What follows belongs to an exercise in optimizing a design on an open flow for small area; a production flow would make more cautious choices. Only simulation tests tie the RTL to the original design; equivalence was not proved. The clock port is modelled as an ideal driver; clocking choices that lean on that would not hold on a real chip.

## object_bounds
module object_bounds #(
  parameter int LABEL_WIDTH = 8,
  parameter int MAX_LABELS  = 64,
  parameter int COORD_WIDTH = 10,
  parameter int COUNT_WIDTH = 20
) (
  input  logic                   clk,
  input  logic                   reset,
  input  logic                   en,
  input  logic                   vsync,
  input  logic [COORD_WIDTH-1:0] x,
  input  logic [COORD_WIDTH-1:0] y,
  input  logic [LABEL_WIDTH-1:0] label,
  output logic                   out_valid,
  input  logic                   out_ready,
  output logic [LABEL_WIDTH-1:0] out_label,
  output logic [COORD_WIDTH-1:0] out_x_min,
  output logic [COORD_WIDTH-1:0] out_x_max,
  output logic [COORD_WIDTH-1:0] out_y_min,
  output logic [COORD_WIDTH-1:0] out_y_max,
  output logic [COUNT_WIDTH-1:0] out_count,
  output logic                   busy,
  output logic                   overflow
);
  localparam int IDX_W = $clog2(MAX_LABELS);
  localparam int CW    = COORD_WIDTH;
  localparam int NW    = COUNT_WIDTH;
  localparam int NE    = MAX_LABELS - 1;      
  localparam int EW    = 4 * CW + NW;
  localparam int NG    = NE / 3;              
  localparam int HW    = 5;                   
  logic [NE:1]   tbl_valid;
  logic [EW-1:0] tbl [NE:1];
  logic             vsync_d;
  logic [IDX_W-1:0] idx;
  logic             p_hit;
  logic             p_is1;
  logic [CW-1:0]    p_x;
  logic [CW-1:0]    p_y;
  localparam int HA = IDX_W / 2;
  localparam int HB = IDX_W - HA;
  logic [(1<<HA)-1:0] a_hi;
  logic [(1<<HB)-1:0] a_lo;
  logic               p_hit_d;
  logic               busy_d;
  logic [IDX_W-1:0]   idx_d;
  logic [IDX_W-1:0]   addr_d;
  ...
Size: ~11000 cells after synthesis, about 100 I/O pins, roughly 130000 um^2 of cells after synthesis.
==> flow/config.mk <==
export PLATFORM = sky130hd
export DESIGN_NAME = object_bounds
export DESIGN_NICKNAME = object_bounds
export VERILOG_FILES = /design/flow/design.v
export SDC_FILE = /design/flow/constraint.sdc
export NUM_CORES = 8
export LEC_CHECK = 0
export CAP_MARGIN = 20
export CORE_MARGIN = 2
export CORE_UTILIZATION = 55
export PLACE_DENSITY = 0.65
export SLEW_MARGIN = 20
export SYNTH_HIERARCHICAL = 1
export SYNTH_MINIMUM_KEEP_SIZE = 0
==> flow/constraint.sdc <==
create_clock -name core_clock -period 8.0 [get_ports {clk}]
set_input_delay 1.6000 -clock core_clock [delete_from_list [all_inputs] [get_ports {clk}]]
set_output_delay 1.6000 -clock core_clock [all_outputs]
set_load 0.01 [all_outputs]
standard.sh (not shown) runs the stock make flow with config.mk's settings and CLKGATE_MAP_FILE= SYNTH_SCRIPT=/design/flow/synth_recipe.tcl, a recipe that flattens the netlist after the stock synthesis.
==> flow/flow/run.sh <==
#!/bin/bash
# Layout flow: the standard ORFS flow (standard.sh, unchanged synthesis)
# with these changes to how the layout is made:
#   * clock tree: clkbuf_16 leaf buffers driving clusters of up to 27
#     registers, without the dummy loads TritonCTS adds for balancing;
#   * port buffers: every input and output port still gets its own buffer,
#     a buf_1 instead of the default delay buffer;
#   * placement-time and CTS-time repair use buffers up to buf_6
#     (flow/small_buffers.tcl).
# Each ORFS step writes its full log under orfs/logs/; make's own output
# goes to flow_synth.log and flow_make.log in this folder.
set -euo pipefail

HOOK="$PWD/flow/small_buffers.tcl"
CTS="-sink_clustering_enable -repair_clock_nets -dont_use_dummy_load"
CTS="$CTS -sink_clustering_size 27 -sink_clustering_max_diameter 100"
CTS="$CTS -buf_list sky130_fd_sc_hd__clkbuf_16"

bash standard.sh synth > flow_synth.log 2>&1
bash standard.sh \
  "CTS_ARGS=$CTS" \
  "BUFFER_PORTS_ARGS=-buffer_cell sky130_fd_sc_hd__buf_1" \
  "PRE_GLOBAL_PLACE_TCL=$HOOK" \
  "PRE_RESIZE_TCL=$HOOK" \
  "PRE_CTS_TCL=$HOOK" \
  finish > flow_make.log 2>&1
==> flow/flow/small_buffers.tcl <==
# Keep placement-time repair to small buffers: the long, high-fanout nets of
# the table (selects, write data, write enables) are then split into more,
# smaller buffers instead of a few big ones.
set_dont_use [get_lib_cells {sky130_fd_sc_hd__buf_8 sky130_fd_sc_hd__buf_12 sky130_fd_sc_hd__buf_16 sky130_fd_sc_hd__bufbuf_8 sky130_fd_sc_hd__bufbuf_16 sky130_fd_sc_hd__bufinv_8 sky130_fd_sc_hd__bufinv_16}]
Then changed:
==> flow/flow/run.sh (replaced) <==
#!/bin/bash
# Layout flow: the standard ORFS flow (standard.sh, unchanged synthesis)
# with three changes to how the layout is made:
#   * clock tree: clkbuf_16 leaf buffers driving clusters of up to 25
#     registers, without the dummy loads TritonCTS adds for balancing;
#   * port buffers: every input and output port still gets its own buffer,
#     a buf_1 instead of the default delay buffer;
#   * after global routing, repair_timing -recover_power downsizes cells
#     on paths with slack to spare.
# Each ORFS step writes its full log under orfs/logs/; make's own output
# goes to flow_make.log in this folder.
set -euo pipefail

CTS="-sink_clustering_enable -repair_clock_nets -dont_use_dummy_load"
CTS="$CTS -sink_clustering_size 25 -sink_clustering_max_diameter 80"
CTS="$CTS -buf_list sky130_fd_sc_hd__clkbuf_16"

bash standard.sh \
  "CTS_ARGS=$CTS" \
  "BUFFER_PORTS_ARGS=-buffer_cell sky130_fd_sc_hd__buf_1" \
  RECOVER_POWER=100 \
  finish > flow_make.log 2>&1
removed: flow/flow/small_buffers.tcl
Outcome: The changed run reached the layout checks and failed them: max-capacitance violations, max-slew violations, negative setup slack; final area grows by 0.60%; routed wire length grows by 2.3%; setup slack got worse by 0.42 ns; non-clock buffer count shrinks by 77; fmax shrinks by 5.2%; sequential share of layout area shrinks by 0.32 points; global-route usage grows by 1.1 points.
Then changed:
--- a/flow/flow/run.sh
+++ b/flow/flow/run.sh
@@ -3 +3 @@
-# with three changes to how the layout is made:
+# with these changes to how the layout is made:
@@ -8,2 +8,2 @@
-#   * after global routing, repair_timing -recover_power downsizes cells
-#     on paths with slack to spare.
+#   * placement-time and CTS-time repair use buffers up to buf_6
+#     (flow/small_buffers.tcl).
@@ -11 +11 @@
-# goes to flow_make.log in this folder.
+# goes to flow_synth.log and flow_make.log in this folder.
@@ -13,0 +14 @@
+HOOK="$PWD/flow/small_buffers.tcl"
@@ -17,0 +19 @@
+bash standard.sh synth > flow_synth.log 2>&1
@@ -21 +23,3 @@
-  RECOVER_POWER=100 \
+  "PRE_GLOBAL_PLACE_TCL=$HOOK" \
+  "PRE_RESIZE_TCL=$HOOK" \
+  "PRE_CTS_TCL=$HOOK" \
==> flow/flow/small_buffers.tcl (new file) <==
# Keep placement-time repair to small buffers: the long, high-fanout nets of
# the table (selects, write data, write enables) are then split into more,
# smaller buffers instead of a few big ones.
set_dont_use [get_lib_cells {sky130_fd_sc_hd__buf_8 sky130_fd_sc_hd__buf_12 sky130_fd_sc_hd__buf_16 sky130_fd_sc_hd__bufbuf_8 sky130_fd_sc_hd__bufbuf_16 sky130_fd_sc_hd__bufinv_8 sky130_fd_sc_hd__bufinv_16}]
With this change the flow ran to the end with no violations.
Die area stays the same.
Critical path depth fell by 3.
Maximum frequency increases by about 7%.
Setup slack gains 0.51 ns.
Non-clock buffer count is higher by 78.
Final cell count hardly moves.
Global-route usage went down by 0.97 points.
Worst hold slack loses 0.0055 ns.
Count of clock-buffer cells in the layout fell by 1.

re-timing with driven ports:
In the flow no input, the clock included, has a driving cell. The finished layouts below were timed again as built, in two steps.
Step 1 (the two cells are an assumption about what drives the block):
set clk [get_ports {clk}]
set_driving_cell -lib_cell sky130_fd_sc_hd__clkbuf_16 $clk
set_driving_cell -lib_cell sky130_fd_sc_hd__buf_2 [delete_from_list [all_inputs] $clk]
Step 2 also shifts input and output timing later by t, the mid clock arrival at the registers, as if the neighbouring blocks saw the same clock.
Three values: no drivers, after step 1, after step 2; two values: the first two.
| run | t (ns) | setup slack, ns | latest minus earliest clock arrival (ns) |
|---|---|---|---|
| the first run | 0.962 | 0.308 / 0.209 / 0.412 | 0.069 / 0.069 |
| the second run | 0.952 | -0.113 / -0.113 / -0.113 | 0.096 / 0.097 |
| the third run | 0.953 | 0.395 / 0.296 / 0.469 | 0.096 / 0.096 |
